This is an optimization exercise on Yosys and OpenROAD, whose aim is a short achievable clock period and few clock cycles, not a production implementation. Only simulation tests tie the RTL to the original design; equivalence was not proved. Power figures rest on the tool's default switching activity, not on a simulated workload.

==> design.v <==
`timescale 1ns/1ps
`default_nettype none
package cim_pkg;
    localparam logic [3:0] NOP = 4'd0;
    localparam logic [3:0] PATCH_LOAD_BROADCAST_START_OP = 4'd1;
    localparam logic [3:0] PATCH_LOAD_BROADCAST_OP = 4'd2;
    localparam logic [3:0] DENSE_BROADCAST_START_OP = 4'd3;
    localparam logic [3:0] DENSE_BROADCAST_DATA_OP = 4'd4;
    localparam logic [3:0] PARAM_STREAM_START_OP = 4'd5;
    localparam logic [3:0] PARAM_STREAM_OP = 4'd6;
    localparam int PATCH_LEN = 8;
    localparam int NUM_PATCHES = 4;
    localparam logic [5:0] BIAS_ADDR = 6'd8;
endpackage
`default_nettype wire
`timescale 1ns/1ps
`default_nettype none
import cim_pkg::*;
module cim_mem (
    input  logic clk,
    input  logic par_we,
    input  logic [5:0] par_addr,
    input  logic [15:0] par_data,
    input  logic word_in,           
    input  logic word_v,            
    output logic [7:0] neg,         
    output logic [7:0] one,
    output logic [7:0] two,
    output logic [15:0] bias
);
    logic [15:0] kern [PATCH_LEN];
    logic [15:0] knext;
    logic [16:0] kx;
    assign knext = word_v ? kern[1] : kern[0];
    assign kx = {knext, 1'b0};
    always_ff @(posedge clk) begin
        for (int i = 0; i < PATCH_LEN; i++) begin
            if (par_we && par_addr == 6'(i)) begin
                kern[i] <= par_data;
            end else if (word_v) begin
                kern[i] <= kern[(i + 1) % PATCH_LEN];
            end
        end
        if (par_we && par_addr == BIAS_ADDR) begin
            bias <= par_data;
        end
        for (int j = 0; j < 8; j++) begin
            neg[j] <= word_in & kx[2*j+2];
            one[j] <= word_in & (kx[2*j+1] ^ kx[2*j]);
            two[j] <= word_in & ((kx[2*j+2] & ~kx[2*j+1] & ~kx[2*j]) |
                                 (~kx[2*j+2] & kx[2*j+1] & kx[2*j]));
        end
    end
endmodule
`default_nettype wire
`timescale 1ns/1ps
`default_nettype none
module mac_engine (
    input  logic clk,
    input  logic [15:0] x,
    input  logic [7:0] neg,
    input  logic [7:0] one,
    input  logic [7:0] two,
    output logic [15:0] s_hi,
    output logic [15:0] c_hi,
    output logic cy
);
    logic p0;
    logic p1;
    logic p2;
    logic p3;
    logic p4;
    logic p5;
    logic p6;
    logic p7;
    logic p8;
    logic p9;
    logic p10;
    logic p11;
    logic p12;
    logic p13;
    logic p14;
    logic p15;
    logic p16;
    logic p17;
    logic p18;
    logic p19;
    logic p20;
    logic p21;
    logic p22;
    logic p23;
    logic p24;
    logic p25;
    logic p26;
    logic p27;
    logic p28;
    logic p29;
    logic p30;
    logic p31;
    logic p32;
    logic p33;
    logic p34;
    logic p35;
    logic p36;
    logic p37;
    logic p38;
    logic p39;
    logic p40;
    logic p41;
    logic p42;
    logic p43;
    logic p44;
    logic p45;
    logic p46;
    logic p47;
    logic p48;
    logic p49;
    logic p50;
    logic p51;
    logic p52;
    logic p53;
    logic p54;
    logic p55;
    logic p56;
    logic p57;
    logic p58;
    logic p59;
    logic p60;
    logic p61;
    logic p62;
    logic p63;
    logic p64;
    logic p65;
    logic p66;
    logic p67;
    logic p68;
    logic p69;
    logic p70;
    logic p71;
    logic p72;
    logic p73;
    logic p74;
    logic p75;
    logic p76;
    logic p77;
    logic p78;
    logic p79;
    logic p80;
    logic p81;
    logic p82;
    logic p83;
    logic p84;
    logic p85;
    logic p86;
    logic p87;
    logic p88;
    logic p89;
    logic p90;
    logic p91;
    logic p92;
    logic p93;
    logic p94;
    logic p95;
    logic p96;
    logic p97;
    logic p98;
    logic p99;
    logic p100;
    logic p101;
    logic p102;
    logic p103;
    logic p104;
    logic p105;
    logic p106;
    logic p107;
    logic p108;
    logic p109;
    logic p110;
    logic p111;
    logic p112;
    logic p113;
    logic p114;
    logic p115;
    logic p116;
    logic p117;
    logic p118;
    logic p119;
    logic p120;
    logic p121;
    logic p122;
    logic p123;
    logic p124;
    logic p125;
    logic p126;
    logic p127;
    logic p128;
    logic p129;
    logic p130;
    logic p131;
    logic t1;
    logic t2;
    logic t3;
    logic t4;
    logic t5;
    logic t6;
    logic t7;
    logic t8;
    logic t9;
    logic t10;
    logic t11;
    logic t12;
    logic t13;
    logic t14;
    logic t15;
    logic t16;
    logic t17;
    logic t18;
    logic t19;
    logic t20;
    logic t21;
    logic t22;
    logic t23;
    logic t24;
    logic t25;
    logic t26;
    logic t27;
    logic t28;
    logic t29;
    logic t30;
    logic t31;
    logic t32;
    logic t33;
    logic t34;
    logic t35;
    logic t36;
    logic t37;
    logic t38;
    logic t39;
    logic t40;
    logic t41;
    logic t42;
    logic t43;
    logic t44;
    logic t45;
    logic t46;
    logic t47;
    logic t48;
    logic t49;
    logic t50;
    logic t51;
    logic t52;
    logic t53;
    logic t54;
    logic t55;
    logic t56;
    logic t57;
    logic t58;
    logic t59;
    logic t60;
    logic t61;
    logic t62;
    logic t63;
    logic t64;
    logic t65;
    logic t66;
    logic t67;
    logic t68;
    logic t69;
    logic t70;
    logic t71;
    logic t72;
    logic t73;
    logic t74;
    logic t75;
    logic t76;
    logic t77;
    logic t78;
    logic t79;
    logic t80;
    logic t81;
    logic t82;
    logic t83;
    logic t84;
    logic t85;
    logic t86;
    logic t87;
    logic t88;
    logic t89;
    logic t90;
    logic t91;
    logic t92;
    logic t93;
    logic t94;
    logic t95;
    logic t96;
    logic t97;
    logic t98;
    logic t99;
    logic t100;
    logic t101;
    logic t102;
    logic t103;
    logic t104;
    logic t105;
    logic t106;
    logic t107;
    logic t108;
    logic t109;
    logic t110;
    logic t111;
    logic t112;
    logic t113;
    logic t114;
    logic t115;
    logic t116;
    logic t117;
    logic t118;
    logic t119;
    logic t120;
    logic t121;
    logic t122;
    logic t123;
    logic t124;
    logic t125;
    logic t126;
    logic t127;
    logic t128;
    logic t129;
    logic t130;
    logic t131;
    logic t132;
    logic t133;
    logic t134;
    logic t135;
    logic t136;
    logic t137;
    logic t138;
    logic t139;
    logic t140;
    logic t141;
    logic t142;
    logic t143;
    logic t144;
    logic t145;
    logic t146;
    logic t147;
    logic t148;
    logic t149;
    logic t150;
    logic t151;
    logic t152;
    logic t153;
    logic t154;
    logic t155;
    logic t156;
    logic t157;
    logic t158;
    logic t159;
    logic t160;
    logic t161;
    logic t162;
    logic t163;
    logic t164;
    logic t165;
    logic t166;
    logic t167;
    logic t168;
    logic t169;
    logic t170;
    logic t171;
    logic t172;
    logic t173;
    logic t174;
    logic t175;
    logic t176;
    logic t177;
    logic t178;
    logic t179;
    logic t180;
    logic t181;
    logic t182;
    logic t183;
    logic t184;
    logic t185;
    logic t186;
    logic t187;
    logic t188;
    logic t189;
    logic t190;
    logic t191;
    logic t192;
    logic t193;
    logic t194;
    logic t195;
    logic t196;
    logic t197;
    logic t198;
    logic t199;
    logic t200;
    logic t201;
    logic t202;
    logic t203;
    logic t204;
    logic t205;
    logic t206;
    logic t207;
    logic t208;
    logic t209;
    logic t210;
    logic t211;
    logic t212;
    logic t213;
    logic t214;
    logic t215;
    logic t216;
    logic t217;
    logic t218;
    logic t219;
    logic t220;
    logic r1_0_0;
    logic r1_0_1;
    logic r1_1_0;
    logic r1_2_0;
    logic r1_2_1;
    logic r1_2_2;
    logic r1_3_0;
    logic r1_3_1;
    logic r1_4_0;
    logic r1_4_1;
    logic r1_4_2;
    logic r1_4_3;
    logic r1_5_0;
    logic r1_5_1;
    logic r1_5_2;
    logic r1_6_0;
    logic r1_6_1;
    logic r1_6_2;
    logic r1_6_3;
    logic r1_7_0;
    logic r1_7_1;
    logic r1_7_2;
    logic r1_7_3;
    logic r1_8_0;
    logic r1_8_1;
    logic r1_8_2;
    logic r1_8_3;
    logic r1_9_0;
    logic r1_9_1;
    logic r1_9_2;
    logic r1_9_3;
    logic r1_10_0;
    logic r1_10_1;
    logic r1_10_2;
    logic r1_10_3;
    logic r1_11_0;
    logic r1_11_1;
    logic r1_11_2;
    logic r1_11_3;
    logic r1_12_0;
    logic r1_12_1;
    logic r1_12_2;
    logic r1_12_3;
    logic r1_13_0;
    logic r1_13_1;
    logic r1_13_2;
    logic r1_13_3;
    logic r1_14_0;
    logic r1_14_1;
    logic r1_14_2;
    logic r1_14_3;
    logic r1_15_0;
    logic r1_15_1;
    logic r1_15_2;
    logic r1_15_3;
    logic r1_16_0;
    logic r1_16_1;
    logic r1_16_2;
    logic r1_16_3;
    logic r1_17_0;
    logic r1_17_1;
    logic r1_17_2;
    logic r1_17_3;
    logic r1_18_0;
    logic r1_18_1;
    logic r1_18_2;
    logic r1_18_3;
    logic r1_19_0;
    logic r1_19_1;
    logic r1_19_2;
    logic r1_19_3;
    logic r1_20_0;
    logic r1_20_1;
    logic r1_20_2;
    logic r1_20_3;
    logic r1_21_0;
    logic r1_21_1;
    logic r1_21_2;
    logic r1_21_3;
    logic r1_22_0;
    logic r1_22_1;
    logic r1_22_2;
    logic r1_22_3;
    logic r1_23_0;
    logic r1_23_1;
    logic r1_23_2;
    logic r1_23_3;
    logic r1_24_0;
    logic r1_24_1;
    logic r1_24_2;
    logic r1_24_3;
    logic r1_25_0;
    logic r1_25_1;
    logic r1_25_2;
    logic r1_25_3;
    logic [25:0] s;
    logic [25:0] c;
    logic [10:0] lo;
    assign p0 = (((one[0] & x[0])) ^ neg[0]);
    assign p1 = (((one[0] & x[1]) | (two[0] & x[0])) ^ neg[0]);
    assign p2 = (((one[0] & x[2]) | (two[0] & x[1])) ^ neg[0]);
    assign p3 = (((one[1] & x[0])) ^ neg[1]);
    assign p4 = (((one[0] & x[3]) | (two[0] & x[2])) ^ neg[0]);
    assign p5 = (((one[1] & x[1]) | (two[1] & x[0])) ^ neg[1]);
    assign p6 = (((one[0] & x[4]) | (two[0] & x[3])) ^ neg[0]);
    assign p7 = (((one[1] & x[2]) | (two[1] & x[1])) ^ neg[1]);
    assign p8 = (((one[2] & x[0])) ^ neg[2]);
    assign p9 = (((one[0] & x[5]) | (two[0] & x[4])) ^ neg[0]);
    assign p10 = (((one[1] & x[3]) | (two[1] & x[2])) ^ neg[1]);
    assign p11 = (((one[2] & x[1]) | (two[2] & x[0])) ^ neg[2]);
    assign p12 = (((one[0] & x[6]) | (two[0] & x[5])) ^ neg[0]);
    assign p13 = (((one[1] & x[4]) | (two[1] & x[3])) ^ neg[1]);
    assign p14 = (((one[2] & x[2]) | (two[2] & x[1])) ^ neg[2]);
    assign p15 = (((one[3] & x[0])) ^ neg[3]);
    assign p16 = (((one[0] & x[7]) | (two[0] & x[6])) ^ neg[0]);
    assign p17 = (((one[1] & x[5]) | (two[1] & x[4])) ^ neg[1]);
    assign p18 = (((one[2] & x[3]) | (two[2] & x[2])) ^ neg[2]);
    assign p19 = (((one[3] & x[1]) | (two[3] & x[0])) ^ neg[3]);
    assign p20 = (((one[0] & x[8]) | (two[0] & x[7])) ^ neg[0]);
    assign p21 = (((one[1] & x[6]) | (two[1] & x[5])) ^ neg[1]);
    assign p22 = (((one[2] & x[4]) | (two[2] & x[3])) ^ neg[2]);
    assign p23 = (((one[3] & x[2]) | (two[3] & x[1])) ^ neg[3]);
    assign p24 = (((one[4] & x[0])) ^ neg[4]);
    assign p25 = (((one[0] & x[9]) | (two[0] & x[8])) ^ neg[0]);
    assign p26 = (((one[1] & x[7]) | (two[1] & x[6])) ^ neg[1]);
    assign p27 = (((one[2] & x[5]) | (two[2] & x[4])) ^ neg[2]);
    assign p28 = (((one[3] & x[3]) | (two[3] & x[2])) ^ neg[3]);
    assign p29 = (((one[4] & x[1]) | (two[4] & x[0])) ^ neg[4]);
    assign p30 = (((one[0] & x[10]) | (two[0] & x[9])) ^ neg[0]);
    assign p31 = (((one[1] & x[8]) | (two[1] & x[7])) ^ neg[1]);
    assign p32 = (((one[2] & x[6]) | (two[2] & x[5])) ^ neg[2]);
    assign p33 = (((one[3] & x[4]) | (two[3] & x[3])) ^ neg[3]);
    assign p34 = (((one[4] & x[2]) | (two[4] & x[1])) ^ neg[4]);
    assign p35 = (((one[5] & x[0])) ^ neg[5]);
    assign p36 = (((one[0] & x[11]) | (two[0] & x[10])) ^ neg[0]);
    assign p37 = (((one[1] & x[9]) | (two[1] & x[8])) ^ neg[1]);
    assign p38 = (((one[2] & x[7]) | (two[2] & x[6])) ^ neg[2]);
    assign p39 = (((one[3] & x[5]) | (two[3] & x[4])) ^ neg[3]);
    assign p40 = (((one[4] & x[3]) | (two[4] & x[2])) ^ neg[4]);
    assign p41 = (((one[5] & x[1]) | (two[5] & x[0])) ^ neg[5]);
    assign p42 = (((one[0] & x[12]) | (two[0] & x[11])) ^ neg[0]);
    assign p43 = (((one[1] & x[10]) | (two[1] & x[9])) ^ neg[1]);
    assign p44 = (((one[2] & x[8]) | (two[2] & x[7])) ^ neg[2]);
    assign p45 = (((one[3] & x[6]) | (two[3] & x[5])) ^ neg[3]);
    assign p46 = (((one[4] & x[4]) | (two[4] & x[3])) ^ neg[4]);
    assign p47 = (((one[5] & x[2]) | (two[5] & x[1])) ^ neg[5]);
    assign p48 = (((one[6] & x[0])) ^ neg[6]);
    assign p49 = (((one[0] & x[13]) | (two[0] & x[12])) ^ neg[0]);
    assign p50 = (((one[1] & x[11]) | (two[1] & x[10])) ^ neg[1]);
    assign p51 = (((one[2] & x[9]) | (two[2] & x[8])) ^ neg[2]);
    assign p52 = (((one[3] & x[7]) | (two[3] & x[6])) ^ neg[3]);
    assign p53 = (((one[4] & x[5]) | (two[4] & x[4])) ^ neg[4]);
    assign p54 = (((one[5] & x[3]) | (two[5] & x[2])) ^ neg[5]);
    assign p55 = (((one[6] & x[1]) | (two[6] & x[0])) ^ neg[6]);
    assign p56 = (((one[0] & x[14]) | (two[0] & x[13])) ^ neg[0]);
    assign p57 = (((one[1] & x[12]) | (two[1] & x[11])) ^ neg[1]);
    assign p58 = (((one[2] & x[10]) | (two[2] & x[9])) ^ neg[2]);
    assign p59 = (((one[3] & x[8]) | (two[3] & x[7])) ^ neg[3]);
    assign p60 = (((one[4] & x[6]) | (two[4] & x[5])) ^ neg[4]);
    assign p61 = (((one[5] & x[4]) | (two[5] & x[3])) ^ neg[5]);
    assign p62 = (((one[6] & x[2]) | (two[6] & x[1])) ^ neg[6]);
    assign p63 = (((one[7] & x[0])) ^ neg[7]);
    assign p64 = (((one[0] & x[15]) | (two[0] & x[14])) ^ neg[0]);
    assign p65 = (((one[1] & x[13]) | (two[1] & x[12])) ^ neg[1]);
    assign p66 = (((one[2] & x[11]) | (two[2] & x[10])) ^ neg[2]);
    assign p67 = (((one[3] & x[9]) | (two[3] & x[8])) ^ neg[3]);
    assign p68 = (((one[4] & x[7]) | (two[4] & x[6])) ^ neg[4]);
    assign p69 = (((one[5] & x[5]) | (two[5] & x[4])) ^ neg[5]);
    assign p70 = (((one[6] & x[3]) | (two[6] & x[2])) ^ neg[6]);
    assign p71 = (((one[7] & x[1]) | (two[7] & x[0])) ^ neg[7]);
    assign p72 = (((one[0] & x[15]) | (two[0] & x[15])) ^ neg[0]);
    assign p73 = (((one[1] & x[14]) | (two[1] & x[13])) ^ neg[1]);
    assign p74 = (((one[2] & x[12]) | (two[2] & x[11])) ^ neg[2]);
    assign p75 = (((one[3] & x[10]) | (two[3] & x[9])) ^ neg[3]);
    assign p76 = (((one[4] & x[8]) | (two[4] & x[7])) ^ neg[4]);
    assign p77 = (((one[5] & x[6]) | (two[5] & x[5])) ^ neg[5]);
    assign p78 = (((one[6] & x[4]) | (two[6] & x[3])) ^ neg[6]);
    assign p79 = (((one[7] & x[2]) | (two[7] & x[1])) ^ neg[7]);
    assign p80 = ~(((one[0] & x[15]) | (two[0] & x[15])) ^ neg[0]);
    assign p81 = (((one[1] & x[15]) | (two[1] & x[14])) ^ neg[1]);
    assign p82 = (((one[2] & x[13]) | (two[2] & x[12])) ^ neg[2]);
    assign p83 = (((one[3] & x[11]) | (two[3] & x[10])) ^ neg[3]);
    assign p84 = (((one[4] & x[9]) | (two[4] & x[8])) ^ neg[4]);
    assign p85 = (((one[5] & x[7]) | (two[5] & x[6])) ^ neg[5]);
    assign p86 = (((one[6] & x[5]) | (two[6] & x[4])) ^ neg[6]);
    assign p87 = (((one[7] & x[3]) | (two[7] & x[2])) ^ neg[7]);
    assign p88 = (((one[1] & x[15]) | (two[1] & x[15])) ^ neg[1]);
    assign p89 = (((one[2] & x[14]) | (two[2] & x[13])) ^ neg[2]);
    assign p90 = (((one[3] & x[12]) | (two[3] & x[11])) ^ neg[3]);
    assign p91 = (((one[4] & x[10]) | (two[4] & x[9])) ^ neg[4]);
    assign p92 = (((one[5] & x[8]) | (two[5] & x[7])) ^ neg[5]);
    assign p93 = (((one[6] & x[6]) | (two[6] & x[5])) ^ neg[6]);
    assign p94 = (((one[7] & x[4]) | (two[7] & x[3])) ^ neg[7]);
    assign p95 = ~(((one[1] & x[15]) | (two[1] & x[15])) ^ neg[1]);
    assign p96 = (((one[2] & x[15]) | (two[2] & x[14])) ^ neg[2]);
    assign p97 = (((one[3] & x[13]) | (two[3] & x[12])) ^ neg[3]);
    assign p98 = (((one[4] & x[11]) | (two[4] & x[10])) ^ neg[4]);
    assign p99 = (((one[5] & x[9]) | (two[5] & x[8])) ^ neg[5]);
    assign p100 = (((one[6] & x[7]) | (two[6] & x[6])) ^ neg[6]);
    assign p101 = (((one[7] & x[5]) | (two[7] & x[4])) ^ neg[7]);
    assign p102 = (((one[2] & x[15]) | (two[2] & x[15])) ^ neg[2]);
    assign p103 = (((one[3] & x[14]) | (two[3] & x[13])) ^ neg[3]);
    assign p104 = (((one[4] & x[12]) | (two[4] & x[11])) ^ neg[4]);
    assign p105 = (((one[5] & x[10]) | (two[5] & x[9])) ^ neg[5]);
    assign p106 = (((one[6] & x[8]) | (two[6] & x[7])) ^ neg[6]);
    assign p107 = (((one[7] & x[6]) | (two[7] & x[5])) ^ neg[7]);
    assign p108 = ~(((one[2] & x[15]) | (two[2] & x[15])) ^ neg[2]);
    assign p109 = (((one[3] & x[15]) | (two[3] & x[14])) ^ neg[3]);
    assign p110 = (((one[4] & x[13]) | (two[4] & x[12])) ^ neg[4]);
    assign p111 = (((one[5] & x[11]) | (two[5] & x[10])) ^ neg[5]);
    assign p112 = (((one[6] & x[9]) | (two[6] & x[8])) ^ neg[6]);
    assign p113 = (((one[7] & x[7]) | (two[7] & x[6])) ^ neg[7]);
    assign p114 = (((one[3] & x[15]) | (two[3] & x[15])) ^ neg[3]);
    assign p115 = (((one[4] & x[14]) | (two[4] & x[13])) ^ neg[4]);
    assign p116 = (((one[5] & x[12]) | (two[5] & x[11])) ^ neg[5]);
    assign p117 = (((one[6] & x[10]) | (two[6] & x[9])) ^ neg[6]);
    assign p118 = (((one[7] & x[8]) | (two[7] & x[7])) ^ neg[7]);
    assign p119 = ~(((one[3] & x[15]) | (two[3] & x[15])) ^ neg[3]);
    assign p120 = (((one[4] & x[15]) | (two[4] & x[14])) ^ neg[4]);
    assign p121 = (((one[5] & x[13]) | (two[5] & x[12])) ^ neg[5]);
    assign p122 = (((one[6] & x[11]) | (two[6] & x[10])) ^ neg[6]);
    assign p123 = (((one[7] & x[9]) | (two[7] & x[8])) ^ neg[7]);
    assign p124 = (((one[4] & x[15]) | (two[4] & x[15])) ^ neg[4]);
    assign p125 = (((one[5] & x[14]) | (two[5] & x[13])) ^ neg[5]);
    assign p126 = (((one[6] & x[12]) | (two[6] & x[11])) ^ neg[6]);
    assign p127 = (((one[7] & x[10]) | (two[7] & x[9])) ^ neg[7]);
    assign p128 = ~(((one[4] & x[15]) | (two[4] & x[15])) ^ neg[4]);
    assign p129 = (((one[5] & x[15]) | (two[5] & x[14])) ^ neg[5]);
    assign p130 = (((one[6] & x[13]) | (two[6] & x[12])) ^ neg[6]);
    assign p131 = (((one[7] & x[11]) | (two[7] & x[10])) ^ neg[7]);
    assign t1 = p30 ^ p31;
    assign t2 = p30 & p31;
    assign t3 = p36 ^ p37;
    assign t4 = p36 & p37;
    assign t5 = p42 ^ p43 ^ p44;
    assign t6 = (p42 & p43) | (p42 & p44) | (p43 & p44);
    assign t7 = p45 ^ p46;
    assign t8 = p45 & p46;
    assign t9 = p49 ^ p50 ^ p51;
    assign t10 = (p49 & p50) | (p49 & p51) | (p50 & p51);
    assign t11 = p52 ^ p53;
    assign t12 = p52 & p53;
    assign t13 = p56 ^ p57 ^ p58;
    assign t14 = (p56 & p57) | (p56 & p58) | (p57 & p58);
    assign t15 = p59 ^ p60 ^ p61;
    assign t16 = (p59 & p60) | (p59 & p61) | (p60 & p61);
    assign t17 = p62 ^ p63;
    assign t18 = p62 & p63;
    assign t19 = p64 ^ p65 ^ p66;
    assign t20 = (p64 & p65) | (p64 & p66) | (p65 & p66);
    assign t21 = p67 ^ p68 ^ p69;
    assign t22 = (p67 & p68) | (p67 & p69) | (p68 & p69);
    assign t23 = p70 ^ p71;
    assign t24 = p70 & p71;
    assign t25 = p72 ^ p73 ^ p74;
    assign t26 = (p72 & p73) | (p72 & p74) | (p73 & p74);
    assign t27 = p75 ^ p76 ^ p77;
    assign t28 = (p75 & p76) | (p75 & p77) | (p76 & p77);
    assign t29 = p78 ^ p79;
    assign t30 = p78 & p79;
    assign t31 = p80 ^ p81 ^ p82;
    assign t32 = (p80 & p81) | (p80 & p82) | (p81 & p82);
    assign t33 = p83 ^ p84 ^ p85;
    assign t34 = (p83 & p84) | (p83 & p85) | (p84 & p85);
    assign t35 = p86 ^ p87 ^ 1'b1;
    assign t36 = (p86 & p87) | (p86 & 1'b1) | (p87 & 1'b1);
    assign t37 = p88 ^ p89 ^ p90;
    assign t38 = (p88 & p89) | (p88 & p90) | (p89 & p90);
    assign t39 = p91 ^ p92 ^ p93;
    assign t40 = (p91 & p92) | (p91 & p93) | (p92 & p93);
    assign t41 = p94 ^ 1'b1;
    assign t42 = p94 & 1'b1;
    assign t43 = p95 ^ p96 ^ p97;
    assign t44 = (p95 & p96) | (p95 & p97) | (p96 & p97);
    assign t45 = p98 ^ p99 ^ p100;
    assign t46 = (p98 & p99) | (p98 & p100) | (p99 & p100);
    assign t47 = p102 ^ p103 ^ p104;
    assign t48 = (p102 & p103) | (p102 & p104) | (p103 & p104);
    assign t49 = p105 ^ p106;
    assign t50 = p105 & p106;
    assign t51 = p108 ^ p109 ^ p110;
    assign t52 = (p108 & p109) | (p108 & p110) | (p109 & p110);
    assign t53 = p114 ^ p115;
    assign t54 = p114 & p115;
    assign t55 = p12 ^ p13;
    assign t56 = p12 & p13;
    assign t57 = p16 ^ p17;
    assign t58 = p16 & p17;
    assign t59 = p20 ^ p21 ^ p22;
    assign t60 = (p20 & p21) | (p20 & p22) | (p21 & p22);
    assign t61 = p23 ^ p24;
    assign t62 = p23 & p24;
    assign t63 = p25 ^ p26 ^ p27;
    assign t64 = (p25 & p26) | (p25 & p27) | (p26 & p27);
    assign t65 = p28 ^ p29;
    assign t66 = p28 & p29;
    assign t67 = t1 ^ p32 ^ p33;
    assign t68 = (t1 & p32) | (t1 & p33) | (p32 & p33);
    assign t69 = p34 ^ p35 ^ neg[5];
    assign t70 = (p34 & p35) | (p34 & neg[5]) | (p35 & neg[5]);
    assign t71 = t2 ^ t3 ^ p38;
    assign t72 = (t2 & t3) | (t2 & p38) | (t3 & p38);
    assign t73 = p39 ^ p40 ^ p41;
    assign t74 = (p39 & p40) | (p39 & p41) | (p40 & p41);
    assign t75 = t4 ^ t5 ^ t7;
    assign t76 = (t4 & t5) | (t4 & t7) | (t5 & t7);
    assign t77 = p47 ^ p48 ^ neg[6];
    assign t78 = (p47 & p48) | (p47 & neg[6]) | (p48 & neg[6]);
    assign t79 = t6 ^ t8 ^ t9;
    assign t80 = (t6 & t8) | (t6 & t9) | (t8 & t9);
    assign t81 = t11 ^ p54 ^ p55;
    assign t82 = (t11 & p54) | (t11 & p55) | (p54 & p55);
    assign t83 = t10 ^ t12 ^ t13;
    assign t84 = (t10 & t12) | (t10 & t13) | (t12 & t13);
    assign t85 = t15 ^ t17 ^ neg[7];
    assign t86 = (t15 & t17) | (t15 & neg[7]) | (t17 & neg[7]);
    assign t87 = t14 ^ t16 ^ t18;
    assign t88 = (t14 & t16) | (t14 & t18) | (t16 & t18);
    assign t89 = t19 ^ t21 ^ t23;
    assign t90 = (t19 & t21) | (t19 & t23) | (t21 & t23);
    assign t91 = t20 ^ t22 ^ t24;
    assign t92 = (t20 & t22) | (t20 & t24) | (t22 & t24);
    assign t93 = t25 ^ t27 ^ t29;
    assign t94 = (t25 & t27) | (t25 & t29) | (t27 & t29);
    assign t95 = t26 ^ t28 ^ t30;
    assign t96 = (t26 & t28) | (t26 & t30) | (t28 & t30);
    assign t97 = t31 ^ t33 ^ t35;
    assign t98 = (t31 & t33) | (t31 & t35) | (t33 & t35);
    assign t99 = t32 ^ t34 ^ t36;
    assign t100 = (t32 & t34) | (t32 & t36) | (t34 & t36);
    assign t101 = t37 ^ t39 ^ t41;
    assign t102 = (t37 & t39) | (t37 & t41) | (t39 & t41);
    assign t103 = t38 ^ t40 ^ t42;
    assign t104 = (t38 & t40) | (t38 & t42) | (t40 & t42);
    assign t105 = t43 ^ t45 ^ p101;
    assign t106 = (t43 & t45) | (t43 & p101) | (t45 & p101);
    assign t107 = t44 ^ t46 ^ t47;
    assign t108 = (t44 & t46) | (t44 & t47) | (t46 & t47);
    assign t109 = t49 ^ p107 ^ 1'b1;
    assign t110 = (t49 & p107) | (t49 & 1'b1) | (p107 & 1'b1);
    assign t111 = t48 ^ t50 ^ t51;
    assign t112 = (t48 & t50) | (t48 & t51) | (t50 & t51);
    assign t113 = p111 ^ p112 ^ p113;
    assign t114 = (p111 & p112) | (p111 & p113) | (p112 & p113);
    assign t115 = t52 ^ t53 ^ p116;
    assign t116 = (t52 & t53) | (t52 & p116) | (t53 & p116);
    assign t117 = p117 ^ p118 ^ 1'b1;
    assign t118 = (p117 & p118) | (p117 & 1'b1) | (p118 & 1'b1);
    assign t119 = t54 ^ p119 ^ p120;
    assign t120 = (t54 & p119) | (t54 & p120) | (p119 & p120);
    assign t121 = p121 ^ p122 ^ p123;
    assign t122 = (p121 & p122) | (p121 & p123) | (p122 & p123);
    assign t123 = p124 ^ p125 ^ p126;
    assign t124 = (p124 & p125) | (p124 & p126) | (p125 & p126);
    assign t125 = p127 ^ 1'b1;
    assign t126 = p127 & 1'b1;
    assign t127 = p128 ^ p129 ^ p130;
    assign t128 = (p128 & p129) | (p128 & p130) | (p129 & p130);
    assign t129 = r1_4_0 ^ r1_4_1;
    assign t130 = r1_4_0 & r1_4_1;
    assign t131 = r1_5_0 ^ r1_5_1;
    assign t132 = r1_5_0 & r1_5_1;
    assign t133 = r1_6_0 ^ r1_6_1 ^ r1_6_2;
    assign t134 = (r1_6_0 & r1_6_1) | (r1_6_0 & r1_6_2) | (r1_6_1 & r1_6_2);
    assign t135 = r1_7_0 ^ r1_7_1 ^ r1_7_2;
    assign t136 = (r1_7_0 & r1_7_1) | (r1_7_0 & r1_7_2) | (r1_7_1 & r1_7_2);
    assign t137 = r1_8_0 ^ r1_8_1 ^ r1_8_2;
    assign t138 = (r1_8_0 & r1_8_1) | (r1_8_0 & r1_8_2) | (r1_8_1 & r1_8_2);
    assign t139 = r1_9_0 ^ r1_9_1 ^ r1_9_2;
    assign t140 = (r1_9_0 & r1_9_1) | (r1_9_0 & r1_9_2) | (r1_9_1 & r1_9_2);
    assign t141 = r1_10_0 ^ r1_10_1 ^ r1_10_2;
    assign t142 = (r1_10_0 & r1_10_1) | (r1_10_0 & r1_10_2) | (r1_10_1 & r1_10_2);
    assign t143 = r1_11_0 ^ r1_11_1 ^ r1_11_2;
    assign t144 = (r1_11_0 & r1_11_1) | (r1_11_0 & r1_11_2) | (r1_11_1 & r1_11_2);
    assign t145 = r1_12_0 ^ r1_12_1 ^ r1_12_2;
    assign t146 = (r1_12_0 & r1_12_1) | (r1_12_0 & r1_12_2) | (r1_12_1 & r1_12_2);
    assign t147 = r1_13_0 ^ r1_13_1 ^ r1_13_2;
    assign t148 = (r1_13_0 & r1_13_1) | (r1_13_0 & r1_13_2) | (r1_13_1 & r1_13_2);
    assign t149 = r1_14_0 ^ r1_14_1 ^ r1_14_2;
    assign t150 = (r1_14_0 & r1_14_1) | (r1_14_0 & r1_14_2) | (r1_14_1 & r1_14_2);
    assign t151 = r1_15_0 ^ r1_15_1 ^ r1_15_2;
    assign t152 = (r1_15_0 & r1_15_1) | (r1_15_0 & r1_15_2) | (r1_15_1 & r1_15_2);
    assign t153 = r1_16_0 ^ r1_16_1 ^ r1_16_2;
    assign t154 = (r1_16_0 & r1_16_1) | (r1_16_0 & r1_16_2) | (r1_16_1 & r1_16_2);
    assign t155 = r1_17_0 ^ r1_17_1 ^ r1_17_2;
    assign t156 = (r1_17_0 & r1_17_1) | (r1_17_0 & r1_17_2) | (r1_17_1 & r1_17_2);
    assign t157 = r1_18_0 ^ r1_18_1 ^ r1_18_2;
    assign t158 = (r1_18_0 & r1_18_1) | (r1_18_0 & r1_18_2) | (r1_18_1 & r1_18_2);
    assign t159 = r1_19_0 ^ r1_19_1 ^ r1_19_2;
    assign t160 = (r1_19_0 & r1_19_1) | (r1_19_0 & r1_19_2) | (r1_19_1 & r1_19_2);
    assign t161 = r1_20_0 ^ r1_20_1 ^ r1_20_2;
    assign t162 = (r1_20_0 & r1_20_1) | (r1_20_0 & r1_20_2) | (r1_20_1 & r1_20_2);
    assign t163 = r1_21_0 ^ r1_21_1 ^ r1_21_2;
    assign t164 = (r1_21_0 & r1_21_1) | (r1_21_0 & r1_21_2) | (r1_21_1 & r1_21_2);
    assign t165 = r1_22_0 ^ r1_22_1 ^ r1_22_2;
    assign t166 = (r1_22_0 & r1_22_1) | (r1_22_0 & r1_22_2) | (r1_22_1 & r1_22_2);
    assign t167 = r1_23_0 ^ r1_23_1 ^ r1_23_2;
    assign t168 = (r1_23_0 & r1_23_1) | (r1_23_0 & r1_23_2) | (r1_23_1 & r1_23_2);
    assign t169 = r1_24_0 ^ r1_24_1 ^ r1_24_2;
    assign t170 = (r1_24_0 & r1_24_1) | (r1_24_0 & r1_24_2) | (r1_24_1 & r1_24_2);
    assign t171 = r1_25_0 ^ r1_25_1 ^ r1_25_2;
    assign t172 = (r1_25_0 & r1_25_1) | (r1_25_0 & r1_25_2) | (r1_25_1 & r1_25_2);
    assign t173 = r1_2_0 ^ r1_2_1;
    assign t174 = r1_2_0 & r1_2_1;
    assign t175 = r1_3_0 ^ r1_3_1;
    assign t176 = r1_3_0 & r1_3_1;
    assign t177 = t129 ^ r1_4_2 ^ r1_4_3;
    assign t178 = (t129 & r1_4_2) | (t129 & r1_4_3) | (r1_4_2 & r1_4_3);
    assign t179 = t130 ^ t131 ^ r1_5_2;
    assign t180 = (t130 & t131) | (t130 & r1_5_2) | (t131 & r1_5_2);
    assign t181 = t132 ^ t133 ^ r1_6_3;
    assign t182 = (t132 & t133) | (t132 & r1_6_3) | (t133 & r1_6_3);
    assign t183 = t134 ^ t135 ^ r1_7_3;
    assign t184 = (t134 & t135) | (t134 & r1_7_3) | (t135 & r1_7_3);
    assign t185 = t136 ^ t137 ^ r1_8_3;
    assign t186 = (t136 & t137) | (t136 & r1_8_3) | (t137 & r1_8_3);
    assign t187 = t138 ^ t139 ^ r1_9_3;
    assign t188 = (t138 & t139) | (t138 & r1_9_3) | (t139 & r1_9_3);
    assign t189 = t140 ^ t141 ^ r1_10_3;
    assign t190 = (t140 & t141) | (t140 & r1_10_3) | (t141 & r1_10_3);
    assign t191 = t142 ^ t143 ^ r1_11_3;
    assign t192 = (t142 & t143) | (t142 & r1_11_3) | (t143 & r1_11_3);
    assign t193 = t144 ^ t145 ^ r1_12_3;
    assign t194 = (t144 & t145) | (t144 & r1_12_3) | (t145 & r1_12_3);
    assign t195 = t146 ^ t147 ^ r1_13_3;
    assign t196 = (t146 & t147) | (t146 & r1_13_3) | (t147 & r1_13_3);
    assign t197 = t148 ^ t149 ^ r1_14_3;
    assign t198 = (t148 & t149) | (t148 & r1_14_3) | (t149 & r1_14_3);
    assign t199 = t150 ^ t151 ^ r1_15_3;
    assign t200 = (t150 & t151) | (t150 & r1_15_3) | (t151 & r1_15_3);
    assign t201 = t152 ^ t153 ^ r1_16_3;
    assign t202 = (t152 & t153) | (t152 & r1_16_3) | (t153 & r1_16_3);
    assign t203 = t154 ^ t155 ^ r1_17_3;
    assign t204 = (t154 & t155) | (t154 & r1_17_3) | (t155 & r1_17_3);
    assign t205 = t156 ^ t157 ^ r1_18_3;
    assign t206 = (t156 & t157) | (t156 & r1_18_3) | (t157 & r1_18_3);
    assign t207 = t158 ^ t159 ^ r1_19_3;
    assign t208 = (t158 & t159) | (t158 & r1_19_3) | (t159 & r1_19_3);
    assign t209 = t160 ^ t161 ^ r1_20_3;
    assign t210 = (t160 & t161) | (t160 & r1_20_3) | (t161 & r1_20_3);
    assign t211 = t162 ^ t163 ^ r1_21_3;
    assign t212 = (t162 & t163) | (t162 & r1_21_3) | (t163 & r1_21_3);
    assign t213 = t164 ^ t165 ^ r1_22_3;
    assign t214 = (t164 & t165) | (t164 & r1_22_3) | (t165 & r1_22_3);
    assign t215 = t166 ^ t167 ^ r1_23_3;
    assign t216 = (t166 & t167) | (t166 & r1_23_3) | (t167 & r1_23_3);
    assign t217 = t168 ^ t169 ^ r1_24_3;
    assign t218 = (t168 & t169) | (t168 & r1_24_3) | (t169 & r1_24_3);
    assign t219 = t170 ^ t171 ^ r1_25_3;
    assign t220 = (t170 & t171) | (t170 & r1_25_3) | (t171 & r1_25_3);
    assign s[0] = r1_0_0;
    assign c[0] = r1_0_1;
    assign s[1] = r1_1_0;
    assign c[1] = 1'b0;
    assign s[2] = t173;
    assign c[2] = r1_2_2;
    assign s[3] = t174;
    assign c[3] = t175;
    assign s[4] = t176;
    assign c[4] = t177;
    assign s[5] = t178;
    assign c[5] = t179;
    assign s[6] = t180;
    assign c[6] = t181;
    assign s[7] = t182;
    assign c[7] = t183;
    assign s[8] = t184;
    assign c[8] = t185;
    assign s[9] = t186;
    assign c[9] = t187;
    assign s[10] = t188;
    assign c[10] = t189;
    assign s[11] = t190;
    assign c[11] = t191;
    assign s[12] = t192;
    assign c[12] = t193;
    assign s[13] = t194;
    assign c[13] = t195;
    assign s[14] = t196;
    assign c[14] = t197;
    assign s[15] = t198;
    assign c[15] = t199;
    assign s[16] = t200;
    assign c[16] = t201;
    assign s[17] = t202;
    assign c[17] = t203;
    assign s[18] = t204;
    assign c[18] = t205;
    assign s[19] = t206;
    assign c[19] = t207;
    assign s[20] = t208;
    assign c[20] = t209;
    assign s[21] = t210;
    assign c[21] = t211;
    assign s[22] = t212;
    assign c[22] = t213;
    assign s[23] = t214;
    assign c[23] = t215;
    assign s[24] = t216;
    assign c[24] = t217;
    assign s[25] = t218;
    assign c[25] = t219;
    assign lo = {1'b0, s[9:0]} + {1'b0, c[9:0]};
    always_ff @(posedge clk) begin
        r1_0_0 <= p0;
        r1_0_1 <= neg[0];
        r1_1_0 <= p1;
        r1_2_0 <= p2;
        r1_2_1 <= p3;
        r1_2_2 <= neg[1];
        r1_3_0 <= p4;
        r1_3_1 <= p5;
        r1_4_0 <= p6;
        r1_4_1 <= p7;
        r1_4_2 <= p8;
        r1_4_3 <= neg[2];
        r1_5_0 <= p9;
        r1_5_1 <= p10;
        r1_5_2 <= p11;
        r1_6_0 <= t55;
        r1_6_1 <= p14;
        r1_6_2 <= p15;
        r1_6_3 <= neg[3];
        r1_7_0 <= t56;
        r1_7_1 <= t57;
        r1_7_2 <= p18;
        r1_7_3 <= p19;
        r1_8_0 <= t58;
        r1_8_1 <= t59;
        r1_8_2 <= t61;
        r1_8_3 <= neg[4];
        r1_9_0 <= t60;
        r1_9_1 <= t62;
        r1_9_2 <= t63;
        r1_9_3 <= t65;
        r1_10_0 <= t64;
        r1_10_1 <= t66;
        r1_10_2 <= t67;
        r1_10_3 <= t69;
        r1_11_0 <= t68;
        r1_11_1 <= t70;
        r1_11_2 <= t71;
        r1_11_3 <= t73;
        r1_12_0 <= t72;
        r1_12_1 <= t74;
        r1_12_2 <= t75;
        r1_12_3 <= t77;
        r1_13_0 <= t76;
        r1_13_1 <= t78;
        r1_13_2 <= t79;
        r1_13_3 <= t81;
        r1_14_0 <= t80;
        r1_14_1 <= t82;
        r1_14_2 <= t83;
        r1_14_3 <= t85;
        r1_15_0 <= t84;
        r1_15_1 <= t86;
        r1_15_2 <= t87;
        r1_15_3 <= t89;
        r1_16_0 <= t88;
        r1_16_1 <= t90;
        r1_16_2 <= t91;
        r1_16_3 <= t93;
        r1_17_0 <= t92;
        r1_17_1 <= t94;
        r1_17_2 <= t95;
        r1_17_3 <= t97;
        r1_18_0 <= t96;
        r1_18_1 <= t98;
        r1_18_2 <= t99;
        r1_18_3 <= t101;
        r1_19_0 <= t100;
        r1_19_1 <= t102;
        r1_19_2 <= t103;
        r1_19_3 <= t105;
        r1_20_0 <= t104;
        r1_20_1 <= t106;
        r1_20_2 <= t107;
        r1_20_3 <= t109;
        r1_21_0 <= t108;
        r1_21_1 <= t110;
        r1_21_2 <= t111;
        r1_21_3 <= t113;
        r1_22_0 <= t112;
        r1_22_1 <= t114;
        r1_22_2 <= t115;
        r1_22_3 <= t117;
        r1_23_0 <= t116;
        r1_23_1 <= t118;
        r1_23_2 <= t119;
        r1_23_3 <= t121;
        r1_24_0 <= t120;
        r1_24_1 <= t122;
        r1_24_2 <= t123;
        r1_24_3 <= t125;
        r1_25_0 <= t124;
        r1_25_1 <= t126;
        r1_25_2 <= t127;
        r1_25_3 <= p131;
        s_hi <= s[25:10];
        c_hi <= c[25:10];
        cy <= lo[10];
    end
endmodule
`default_nettype wire
`timescale 1ns/1ps
`default_nettype none
import cim_pkg::*;
module bus_rx_ctrl #(
    parameter logic [1:0] NODE_ID = 2'd0
) (
    input  logic clk,
    input  logic rst_n,
    input  logic [3:0] bus_op,
    input  logic [47:0] bus_data,
    input  logic [1:0] bus_target_or_sender,
    output logic par_we,
    output logic [5:0] par_addr,
    output logic [15:0] par_data,
    output logic word_in,         
    output logic word_v,
    output logic [15:0] word,
    output logic [4:0] word_idx,  
    output logic load_start       
);
    logic to_me;
    logic [5:0] rx_addr;
    logic [1:0] lane;
    logic [4:0] word_cnt;
    assign to_me = (bus_target_or_sender == NODE_ID);
    assign word_in = (bus_op == PATCH_LOAD_BROADCAST_OP);
    always_ff @(posedge clk) begin
        word <= bus_data[15:0];
        par_addr <= rx_addr;
        word_idx <= word_cnt;
        case (lane)
            2'd1: par_data <= bus_data[31:16];
            2'd2: par_data <= bus_data[47:32];
            default: par_data <= bus_data[15:0];
        endcase
        if (bus_op == PARAM_STREAM_START_OP) begin
            rx_addr <= bus_data[5:0];
            lane <= 2'd0;
        end else if (bus_op == PARAM_STREAM_OP && to_me) begin
            rx_addr <= rx_addr + 6'd1;
            lane <= (lane == 2'd2) ? 2'd0 : lane + 2'd1;
        end
        if (!rst_n) begin
            par_we <= 1'b0;
            word_v <= 1'b0;
            load_start <= 1'b0;
            word_cnt <= '0;
        end else begin
            par_we <= (bus_op == PARAM_STREAM_OP) && to_me;
            word_v <= word_in;
            load_start <= (bus_op == PATCH_LOAD_BROADCAST_START_OP);
            if (bus_op == PATCH_LOAD_BROADCAST_START_OP) begin
                word_cnt <= '0;
            end else if (word_in) begin
                word_cnt <= word_cnt + 5'd1;
            end
        end
    end
endmodule
`default_nettype wire
`timescale 1ns/1ps
`default_nettype none
import cim_pkg::*;
module patch_proj_ctrl (
    input  logic clk,
    input  logic rst_n,
    input  logic load_start,
    input  logic word_v,
    input  logic [4:0] word_idx,
    input  logic [15:0] s_hi,         
    input  logic [15:0] c_hi,
    input  logic cy,                  
    input  logic [15:0] bias,
    output logic [15:0] res0,
    output logic [15:0] res1,
    output logic [15:0] res2,
    output logic [15:0] res3,
    output logic is_ready
);
    logic v1_q;
    logic [4:0] idx1_q;
    logic v_q;
    logic first_q;
    logic [1:0] patch_q;
    logic [15:0] acc;
    logic [15:0] base;
    logic [15:0] h_s;
    logic [15:0] h_c;
    logic [15:0] acc_next;
    assign base = (v_q && first_q) ? bias : acc;
    assign h_s = base ^ s_hi ^ c_hi;
    assign h_c = {(base[14:0] & s_hi[14:0]) | (base[14:0] & c_hi[14:0]) | (s_hi[14:0] & c_hi[14:0]), cy};
    assign acc_next = h_s + h_c;
    assign res3 = acc;
    always_ff @(posedge clk) begin
        idx1_q <= word_idx;
        first_q <= (idx1_q[2:0] == 3'd0);
        patch_q <= idx1_q[4:3];
        acc <= acc_next;
        if (v_q && first_q) begin
            case (patch_q)
                2'd1: res0 <= acc;
                2'd2: res1 <= acc;
                2'd3: res2 <= acc;
                default: begin
                end
            endcase
        end
        if (!rst_n) begin
            v1_q <= 1'b0;
            v_q <= 1'b0;
            is_ready <= 1'b0;
        end else begin
            v1_q <= word_v;
            v_q <= v1_q;
            if (load_start) begin
                is_ready <= 1'b0;
            end else if (v1_q && idx1_q == 5'd31) begin
                is_ready <= 1'b1;
            end
        end
    end
endmodule
`default_nettype wire
`timescale 1ns/1ps
`default_nettype none
import cim_pkg::*;
module bus_tx_fill #(
    parameter logic [1:0] NODE_ID = 2'd0
) (
    input  logic clk,
    input  logic rst_n,
    input  logic [3:0] bus_op,
    input  logic [47:0] bus_data,
    input  logic [1:0] bus_target_or_sender,
    input  logic [15:0] res0,
    input  logic [15:0] res1,
    input  logic [15:0] res2,
    input  logic [15:0] res3,
    output logic bus_drive,
    output logic [3:0] bus_out_op,
    output logic [47:0] bus_out_data
);
    logic req;
    logic [1:0] a;
    logic [1:0] n;
    logic [15:0] res [4];
    assign res[0] = res0;
    assign res[1] = res1;
    assign res[2] = res2;
    assign res[3] = res3;
    assign req = (bus_op == DENSE_BROADCAST_START_OP) && (bus_target_or_sender == NODE_ID);
    assign a = bus_data[1:0];     
    assign n = bus_data[17:16];   
    logic [3:0] sel2;
    logic [3:0] sel1;
    logic [3:0] sel0;
    logic [15:0] lane2;
    logic [15:0] lane1;
    logic [15:0] lane0;
    always_comb begin
        for (int i = 0; i < 4; i++) begin
            sel2[i] = (2'(a + n - 2'd1) == 2'(i));
            sel1[i] = n[1] && (2'(a + n - 2'd2) == 2'(i));
            sel0[i] = (n == 2'd3) && (a == 2'(i));
        end
        lane2 = '0;
        lane1 = '0;
        lane0 = '0;
        for (int i = 0; i < 4; i++) begin
            lane2 = lane2 | ({16{sel2[i]}} & res[i]);
            lane1 = lane1 | ({16{sel1[i]}} & res[i]);
            lane0 = lane0 | ({16{sel0[i]}} & res[i]);
        end
    end
    always_ff @(posedge clk) begin
        bus_out_data <= {lane2, lane1, lane0};
        if (!rst_n) begin
            bus_drive <= 1'b0;
            bus_out_op <= NOP;
        end else begin
            bus_drive <= req;
            bus_out_op <= req ? DENSE_BROADCAST_DATA_OP : NOP;
        end
    end
endmodule
`default_nettype wire
`timescale 1ns/1ps
`default_nettype none
import cim_pkg::*;
module cim_node #(
    parameter logic [1:0] NODE_ID = 2'd0
) (
    input  logic clk,
    input  logic rst_n,
    input  logic [3:0] bus_op,
    input  logic [47:0] bus_data,
    input  logic [1:0] bus_target_or_sender,
    output logic [3:0] bus_out_op,
    output logic [47:0] bus_out_data,
    output logic [1:0] bus_out_target_or_sender,
    output logic bus_drive,
    output logic is_ready
);
    logic par_we;
    logic [5:0] par_addr;
    logic [15:0] par_data;
    logic word_in;
    logic word_v;
    logic [15:0] word;
    logic [4:0] word_idx;
    logic load_start;
    logic [7:0] neg;
    logic [7:0] one;
    logic [7:0] two;
    logic [15:0] bias;
    logic [15:0] s_hi;
    logic [15:0] c_hi;
    logic cy;
    logic [15:0] res0;
    logic [15:0] res1;
    logic [15:0] res2;
    logic [15:0] res3;
    assign bus_out_target_or_sender = NODE_ID;   
    bus_rx_ctrl #(.NODE_ID(NODE_ID)) u_bus_rx_ctrl (
        .clk(clk),
        .rst_n(rst_n),
        .bus_op(bus_op),
        .bus_data(bus_data),
        .bus_target_or_sender(bus_target_or_sender),
        .par_we(par_we),
        .par_addr(par_addr),
        .par_data(par_data),
        .word_in(word_in),
        .word_v(word_v),
        .word(word),
        .word_idx(word_idx),
        .load_start(load_start)
    );
    cim_mem u_cim_mem (
        .clk(clk),
        .par_we(par_we),
        .par_addr(par_addr),
        .par_data(par_data),
        .word_in(word_in),
        .word_v(word_v),
        .neg(neg),
        .one(one),
        .two(two),
        .bias(bias)
    );
    mac_engine u_mac_engine (
        .clk(clk),
        .x(word),
        .neg(neg),
        .one(one),
        .two(two),
        .s_hi(s_hi),
        .c_hi(c_hi),
        .cy(cy)
    );
    patch_proj_ctrl u_patch_proj_ctrl (
        .clk(clk),
        .rst_n(rst_n),
        .load_start(load_start),
        .word_v(word_v),
        .word_idx(word_idx),
        .s_hi(s_hi),
        .c_hi(c_hi),
        .cy(cy),
        .bias(bias),
        .res0(res0),
        .res1(res1),
        .res2(res2),
        .res3(res3),
        .is_ready(is_ready)
    );
    bus_tx_fill #(.NODE_ID(NODE_ID)) u_bus_tx_fill (
        .clk(clk),
        .rst_n(rst_n),
        .bus_op(bus_op),
        .bus_data(bus_data),
        .bus_target_or_sender(bus_target_or_sender),
        .res0(res0),
        .res1(res1),
        .res2(res2),
        .res3(res3),
        .bus_drive(bus_drive),
        .bus_out_op(bus_out_op),
        .bus_out_data(bus_out_data)
    );
endmodule
`default_nettype wire
==> flow/run.sh <==
#!/bin/bash
# Standard layout, with timing repair aiming well past the 10 ns constraint
set -euo pipefail
bash standard.sh SETUP_SLACK_MARGIN=7 finish > standard_flow.log 2>&1
==> standard.sh <==
#!/bin/bash
# synth_recipe.tcl (not shown) runs the flow's synth.tcl, then flattens the netlist and writes it again
# the make line also repeats each setting of config.mk as NAME=value (left out here)
make -C /OpenROAD-flow-scripts/flow DESIGN_CONFIG=/design/flow/config.mk WORK_HOME=/design/flow/orfs CLKGATE_MAP_FILE= SYNTH_SCRIPT=/design/flow/synth_recipe.tcl "${@:-finish}"
==> config.mk <==
export PLATFORM = sky130hd
export DESIGN_NAME = cim_node
export DESIGN_NICKNAME = cim_node
export VERILOG_FILES = /design/flow/design.v
export SDC_FILE = /design/flow/constraint.sdc
export NUM_CORES = 4
export LEC_CHECK = 0
export CAP_MARGIN = 20
export CORE_MARGIN = 2
export CORE_UTILIZATION = 40
export PLACE_DENSITY = 0.6
export SLEW_MARGIN = 20
==> constraint.sdc <==
create_clock -name core_clock -period 10.0 [get_ports {clk}]
set_input_delay 2.0000 -clock core_clock [delete_from_list [all_inputs] [get_ports {clk}]]
set_output_delay 2.0000 -clock core_clock [all_outputs]
set_load 0.01 [all_outputs]
==> key figures, run 1 <==
STA
  • Final worst setup slack: 6.94 ns
  • Worst-Margin Slew: 1.11 ns
  • Fin crit share: 30.6%
  • Fin Clk Skew: 0.0312 ns
  • Setup TNS: 0 ns
  • F_max: 0.326 GHz
  • Final setup violation count: 0
  • RSZ-0062 raised after global routing: yes
  • Crit path time final: 3.06 ns
  • Slew HR: 26.3%
  • Final Max Tran Viols: 0
  • Hold Fails Final Rpt: 0

Yosys
  • Sequential area share after synthesis: 52.5%
  • Top cells by area, synth: dfxtp_1 (27%), edfxtp_1 (25%), fa_1 (9.0%)
  • Post-Syn Area: 21,700 um^2
  • Syn_area_per_cell: 12.5 um^2
  • Post-synthesis cell count: 1,741
  • Synth top area share: 27.4%
  • Unique masters post-synth: 61
  • Area leader, netlist: dfxtp_1
  • EDFF count, synth: 182
  • Post-synth top flop: dfxtp_1
  • #FFs+latches synth: 479
  • Yosys warning count: 7
  • Asr flop ratio synth: 0%

Worst setup path
  • Crit path required time: 8.00 ns
  • Crit-path cells: buf_6
  • CP Buf/Inv Count: 1
  • CP arrival: 1.06 ns
  • Crit Path Max Fanout: 2
  • CP Capture Type: output port
  • CP top delay family: flip-flops
  • Startpoint types: flop
  • CP peak stage delay: 0.35 ns
  • CP max-delay cell: dfxtp_2
  • Critical path type: flop to output port

Placed design
  • Number of I/O port buffers: 106
  • Area after DPL: 23,400 um^2
  • Routability congestion estimate: 0.801
  • Detailed Place HPWL: 36.4 mm
  • Pre-CTS setup slack: 5.02 ns

Global routing
  • GR Overflow Total: 0
  • Pin count of the biggest net entering global routing: 45
  • All-Layer GR Usage: 19.4%
  • Number of global-route vias before repair: 14.1k
  • Initial antenna violation count: 4
  • First-pass GRT wire length: 83.4 mm

Job
  • Max-cap violations: 0

Clock tree
  • Worst skew pair latency: 0.60 ns
  • CTS tree: yes
  • Hold-fix buffers, CTS: 0
  • Clk sinks: 479
  • Deepest clock path buffer count: 3
  • Htree depth: 2
  • Reg clk slew, reported paths: 0.06 ns
  • Num CTS Buffers: 50
  • CTS root buffer: clkbuf_16

Floorplanning
  • Core area: 53,700 um^2
  • I/O pins: 112
  • Initial Util: 40.4%
  • Die Wd: 237 um
  • Full die area: 56,200 um^2
  • Die Ht: 237 um
  • Row Count: 85

Final layout
  • N_diodes: 0
  • Fillers: 4,710
  • P&R area growth vs syn: 16.8%
  • Layout Cell Area excl Fill: 25,400 um^2
  • Most frequent cells in the layout: dfxtp_1 (259), edfxtp_1 (182), a22oi_1 (163), inv_1 (134), xnor2_1 (107)
  • Share of cells above drive strength 1: 20.4%
  • Footprint of the multi-input gates: 9520 um^2
  • Sequential Area: 11,500 um^2
  • Commonest non-fill, non-tap cell in the layout: dfxtp_1
  • NumNets Final: 2,035

Detailed routing
  • DRT Pass-1 Iters: 5
  • Drt initial violations: 1,017
  • Drt drc: 0
  • Final ANT Viol Nets: 0
  • Via-to-Cell Ratio: 5.30
  • Final WL: 54.6 mm
  • Routed WL per cell: 21.2 um
  • Routed vias: 13.6k

Power and ir drop
  • Worst vdd ir: 0.113 mV
  • P_leak: 9.94 nW
  • Pwr dens: 219 nW/um^2

Run status
  • Status: timing/DRC/antenna clean

Min path
  • Hold crit path type: flop to flop
layer usage:
metal  global-route usage [%]  vias to the layer above  wire (um)  part of all wire (%)
met5                        0                        -          0                     0
met4                     7.48                        0       1600                   2.9
met3                     3.72                      100       3160                   5.8
met2                     32.5                      426      26200                    48
met1                     25.0                     6832      23600                    43
li1                         -                     6264          -                     -
where the power goes:
group	leakage, nW	total (mW)	switching [mW]	internal, mW
logic	5.05	1.23	0.657	0.575
clock network	0.787	1.82	0.788	1.03
registers	4.10	2.51	0.250	2.26
total	9.94	5.56	1.69	3.87
final cells by class:
type                       count  share of cell area [%]
clock buffer                  69                    5.46
inverter                     134                    1.98
tap                          696                    3.43
multi-input combinational   1020                    37.5
clock inverter                25                   0.903
timing repair buffer         145                    5.52
sequential                   479                    45.2
registers in the layout, indices dropped and copies added (netlist names), 6 cells and up:
register                    count
u_bus_rx_ctrl.word             16
u_bus_rx_ctrl.rx_addr           6
u_patch_proj_ctrl.res1         16
u_mac_engine.s_hi              16
u_bus_rx_ctrl.par_addr          6
u_patch_proj_ctrl.res0         16
u_bus_tx_fill.bus_out_data     48
u_patch_proj_ctrl.res2         16
u_cim_mem.kern                128
u_cim_mem.bias                 16
u_bus_rx_ctrl.par_data         16
u_cim_mem.two                   8
u_cim_mem.neg                   8
u_cim_mem.one                   8
u_patch_proj_ctrl.acc          16
u_mac_engine.c_hi              16
timing repair:
action,in CTS,in global routing
pin swaps,12,5
resized for setup,299,25
cloned,2,0
endpoints found under the setup margin,194,124
hold endpoints to repair,0,0
setup buffers,14,5
final timing paths:
check                                                            start                                  end  slack (ns)  cells after the start
worst max-delay path            u_bus_tx_fill.bus_out_op[2]$_SDFF_PN0_                        bus_out_op[2]        6.94                      1
worst min-delay path                 u_bus_rx_ctrl.word_idx[1]$_DFF_P_  u_patch_proj_ctrl.idx1_q[1]$_DFF_P_        0.33                      0
worst max register to register        u_patch_proj_ctrl.v_q$_SDFF_PN0_    u_patch_proj_ctrl.acc[12]$_DFF_P_        7.15                     11
worst min register to register       u_bus_rx_ctrl.word_idx[1]$_DFF_P_  u_patch_proj_ctrl.idx1_q[1]$_DFF_P_        0.33                      0
logic make-up (layout without fill, tap and decap cells):
logic type	after synthesis	after routing	synth area share (%)
xor+xnor	168	168	6.91
other cells	1	5	0.0173
compound gates	291	291	9.49
simple gates	242	243	5.20
buf+inv	247	373	4.59
fa+ha+maj	150	150	12.0
flops	479	479	52.5
mux	163	163	9.25
synthesized netlist by cell type (10+ instances only):
cell and number:
dfxtp_1 297, edfxtp_1 182, a22oi_1 163, inv_1 134
xnor2_1 107, mux2_2 106, fa_1 98, nand2_1 88
clkbuf_1 87, nor2_1 81, xor2_1 58, a21oi_1 54
ha_1 51, mux2i_1 32, o21ai_0 17, a222oi_1 16
mux4_2 16, nor3_1 11, a211oi_1 10
metrics by stage:
step                      total power, mW  cells  hold slack [ns]  utilization (%)
after floorplan                      3.30   1745            0.310                -
after global placement               3.74   2451            0.311             43.6
after detailed placement             3.76   2453            0.313             43.6
after CTS                            5.61   2563            0.328             47.0
after global routing                 5.87   2568            0.334             47.2
final                                5.56   2568            0.326             47.2
Testbench counts, summed over its fixed seeds: cycles 51,328.
==> inputs of run 2 (changes only) <==
--- a/config.mk
+++ b/config.mk
@@ -9,4 +9,4 @@
 export CORE_MARGIN = 2
-export CORE_UTILIZATION = 40
-export PLACE_DENSITY = 0.6
+export CORE_UTILIZATION = 65
+export PLACE_DENSITY = 0.8
 export SLEW_MARGIN = 20
==> run 2 against run 1 <==
Count of clock-buffer cells in the layout shrank 11. Die area fell by 38%. Wire length shrank 1.5%. Largest power group unchanged. Non-clock buffer count increased by 5. Via count increased by 5.3%.
==> key figures, run 2 <==
Placed design
  • Detailed Place HPWL: 34.3 mm (-5.8%)
  • Number of I/O port buffers: 106 (unchanged)
  • Pre-CTS setup slack: 5.08 ns (+0.0579 ns)
  • # placed instances: 2,194 (-11%)
  • Routability congestion estimate: 0.874 (+9.0%)

Worst setup path
  • Crit path to: u_bus_tx_fill.bus_out_data[24]$_DFF_P_
  • Reg2reg end: u_patch_proj_ctrl.acc[14]$_DFF_P_
  • CP arrival: 3.58 ns (+2.52 ns)
  • WP depth: 6 (+5)
  • Startpoint types: input pin
  • Critical path type: input pin to flop
  • CP Capture Type: flop
  • Crit Path Max Fanout: 8 (+6)
  • Crit path required time: 10.41 ns (+2.41 ns)
  • CP peak stage delay: 0.47 ns (+0.12 ns)
  • Worst reg-to-reg setup slack: 7.05 ns (-0.10 ns)
  • Crit-path cells: dlygate4sd2_1 > xor2_4 > buf_6 > nor2_4 > a222oi_1 > nand2_1
  • CP top delay family: buffers and inverters
  • Worst r2r src: u_patch_proj_ctrl.first_q$_DFF_P_
  • Critical path startpoint: bus_data[17]
  • CP Buf/Inv Count: 2 (+1)
  • CP max-delay cell: dlygate4sd2_1
  • R2R depth: 11 (unchanged)

Floorplanning
  • Row Count: 66 (-22%)
  • Full die area: 34,900 um^2 (-38%)
  • Die Wd: 187 um (-21%)
  • Core area: 32,700 um^2 (-39%)
  • I/O pins: 112 (unchanged)
  • Die Ht: 187 um (-21%)
  • Initial Util: 66.4% (+26 points)

Yosys
  • Count leader, synth: dfxtp_1
  • #FFs+latches synth: 479 (unchanged)
  • Sequential area share after synthesis: 52.5% (unchanged)
  • Syn_area_per_cell: 12.5 um^2 (unchanged)
  • Synth top area share: 27.4% (unchanged)
  • Top cells by area, synth: dfxtp_1 (27%), edfxtp_1 (25%), fa_1 (9.0%)
  • Area leader, netlist: dfxtp_1
  • Post-synth top flop: dfxtp_1
  • Unique masters post-synth: 61 (unchanged)
  • Post-Syn Area: 21,700 um^2 (unchanged)
  • Post-synthesis cell count: 1,741 (unchanged)
  • Yosys warning count: 7 (unchanged)
  • Top cells by count, synth: dfxtp_1 (297), edfxtp_1 (182), a22oi_1 (163), inv_1 (134), xnor2_1 (107)
  • EDFF count, synth: 182 (unchanged)
  • Asr flop ratio synth: 0% (unchanged)

Final layout
  • Biggest regs: u_cim_mem.kern (128), u_bus_tx_fill.bus_out_data (48)
  • Commonest non-fill, non-tap cell in the layout: dfxtp_1
  • P&R area growth vs syn: 15.7%
  • NumNets Final: 2,037 (+0.098%)
  • Share of cells above drive strength 1: 20.6% (+0.17 points)
  • Biggest register: u_cim_mem.kern
  • Max FFs per register: 128 (unchanged)
  • Most frequent cells in the layout: dfxtp_1 (260), edfxtp_1 (182), a22oi_1 (163), inv_1 (134), xnor2_1 (107)
  • N_diodes: 0 (unchanged)
  • Fin cells: 2,313 (-9.9%)

STA
  • Slew HR: 27.5% (+1.2 points)
  • Final setup violation count: 0 (unchanged)
  • Setup TNS: 0 ns (unchanged)
  • Final worst setup slack: 6.84 ns (-0.101 ns)
  • Final Max Tran Viols: 0 (unchanged)
  • Crit path time final: 3.16 ns (+0.101 ns)
  • Fin Clk Skew: 0.0206 ns (-0.0106 ns)
  • Worst-Margin Slew: 1.09 ns (-0.0183 ns)
  • RSZ-0062 raised after global routing: yes
  • Fin crit share: 31.6% (+1.0 points)
  • Hold Fails Final Rpt: 0 (unchanged)
  • F_max: 0.316 GHz (-3.2%)

Detailed routing
  • Routed vias: 14.3k (+5.3%)
  • Drt initial violations: 1,377 (+35%)
  • Drt drc: 0 (unchanged)
  • Final WL: 53.8 mm (-1.5%)
  • Final ANT Viol Nets: 0 (unchanged)
  • Via-to-Cell Ratio: 6.20 (+17%)
  • DRT Pass-1 Iters: 7 (+2)
  • Routed WL per cell: 23.2 um (+9.4%)

Global routing
  • Pin count of the biggest net entering global routing: 45 (unchanged)
  • Number of global-route vias before repair: 15.1k (+7.1%)
  • Initial antenna violation count: 0 (-4)
  • First-pass GRT wire length: 83.4 mm (about the same)
  • All-Layer GR Usage: 30.7% (+11 points)
  • GR Overflow Total: 0 (unchanged)

Power and ir drop
  • Pwr dens: 223 nW/um^2 (+1.5%)
  • P_leak: 9.99 nW (+0.50%)
  • Worst vdd ir: 0.228 mV (+100%)

Clock tree
  • Htree depth: 2 (unchanged)
  • Reg clk slew, reported paths: 0.06 ns (about the same)
  • Worst skew pair latency: 0.57 ns (-0.03 ns)
  • Deepest clock path buffer count: 3 (unchanged)
  • CTS root buffer: clkbuf_16
  • Clk sinks: 479 (unchanged)
  • CTS tree: yes
  • Num CTS Buffers: 47 (-6.0%)

Min path
  • Hold crit path type: flop to flop

Job
  • Max-cap violations: 0 (unchanged)

Run status
  • Status: timing/DRC/antenna clean
## run 2: cell families (layout without fill, tap and decap cells)
group | count (synthesis) | count (layout) | share of synthesized area, %
DFF | 479 | 479 | 52.5
AOI/OAI and AO/OA | 291 | 291 | 9.49
buffers and inverters | 247 | 372 | 4.59
and+or+nand+nor | 242 | 243 | 5.20
xor gates and xnor gates | 168 | 168 | 6.91
muxes | 163 | 163 | 9.25
adders and majority gates | 150 | 150 | 12.0
other | 1 | 5 | 0.0173
## run 2: final cells by class
type	count	area, um^2
clock inverters	30	319
flip-flops and latches	479	11500
multi-input cells	1020	9550
inverters	134	503
clock buffers	58	1280
well taps	442	553
repair buffers	150	1460
fillers	1966	7570
## run 2: metrics by stage
step                area [um^2]  hold WS [ns]  power (mW)  util, %
CTS                       24900         0.337        5.56     76.3
detailed placement        23100         0.321        3.72     70.5
global placement          23100         0.314        3.67     70.5
floorplan                 21800         0.310        3.30        -
global route              25100         0.338        5.85     76.8
finish                    25100         0.333        5.59     76.8
## run 2: how the worst min path moves through the flow
stage,start,endpoint,depth (start not counted)
final,u_bus_rx_ctrl.word_idx[3]$_DFF_P_,u_patch_proj_ctrl.idx1_q[3]$_DFF_P_,0
after global routing,u_bus_rx_ctrl.word_idx[4]$_DFF_P_,u_patch_proj_ctrl.idx1_q[4]$_DFF_P_,0
after CTS,u_bus_rx_ctrl.word_idx[3]$_DFF_P_,u_patch_proj_ctrl.idx1_q[3]$_DFF_P_,0
after detailed placement,u_bus_rx_ctrl.word_idx[3]$_DFF_P_,u_patch_proj_ctrl.idx1_q[3]$_DFF_P_,0
after global placement,u_bus_rx_ctrl.word_idx[3]$_DFF_P_,u_patch_proj_ctrl.idx1_q[3]$_DFF_P_,0
after floorplan,u_bus_rx_ctrl.word_idx[0]$_DFF_P_,u_patch_proj_ctrl.idx1_q[0]$_DFF_P_,0
## run 2: routing by layer
layer / track usage, % / vias to the layer above / wire [um]
met5: 0 / - / 0
met4: 14.0 / 0 / 2490
met3: 5.83 / 192 / 4590
met2: 51.9 / 821 / 26400
met1: 38.4 / 7078 / 20300
li1: - / 6258 / -
## run 2: worst register-to-register path, stage by stage (launching register included)
cell	delay [ns]
dfxtp_4	0.39
nand2_8	0.14
mux2i_1	0.17
fa_1	0.51
inv_1	0.05
ha_1	0.21
fa_2	0.37
a21oi_2	0.18
o211ai_1	0.19
a21oi_2	0.28
o21ai_0	0.17
xor2_1	0.16
## run 2: where the power goes
part	total, mW	switching, mW	internal [mW]	leakage, nW
combinational	1.26	0.678	0.580	5.11
sequential	2.52	0.254	2.26	4.10
clock	1.82	0.770	1.05	0.781
## run 2: what timing repair did
action | 4_1_cts | 5_1_grt
hold buffers | 0 | 0
pin swaps | 18 | 26
resized for setup | 306 | 31
endpoints found under the hold margin | 0 | 0
setup buffers | 20 | 9
gates cloned | 2 | 0
setup endpoints to repair | 158 | 125

## port drivers added, routing unchanged
The flow's constraints put no driver on any port. The routed layouts listed below were extracted and timed again, unchanged, in two steps. Step 1: set_driving_cell puts a clkbuf_16 on clk and a buf_2 on each other input, an assumption about the parent block. Step 2 also shifts input and output timing later by t, the mid clock arrival at the registers, as if the neighbouring blocks saw the same clock. Slacks: ideal / step 1 / step 2; pairs: ideal / step 1.
run	t, ns	setup slack, ns	hold WS [ns]	worst data-port slew with drivers (ns)	cell pins on the clock port's net
run 1	0.645	6.936 / 6.879 / 6.312	0.326 / 0.326 / 0.326	0.06	1
run 2	0.613	6.835 / 6.849 / 6.237	0.333 / 0.333 / 0.333	0.06	1
After both steps setup and hold are still met in every run listed. The setup slack of run 1, which loses most, moves by -0.057 ns with the drivers and by -0.624 ns with both steps.
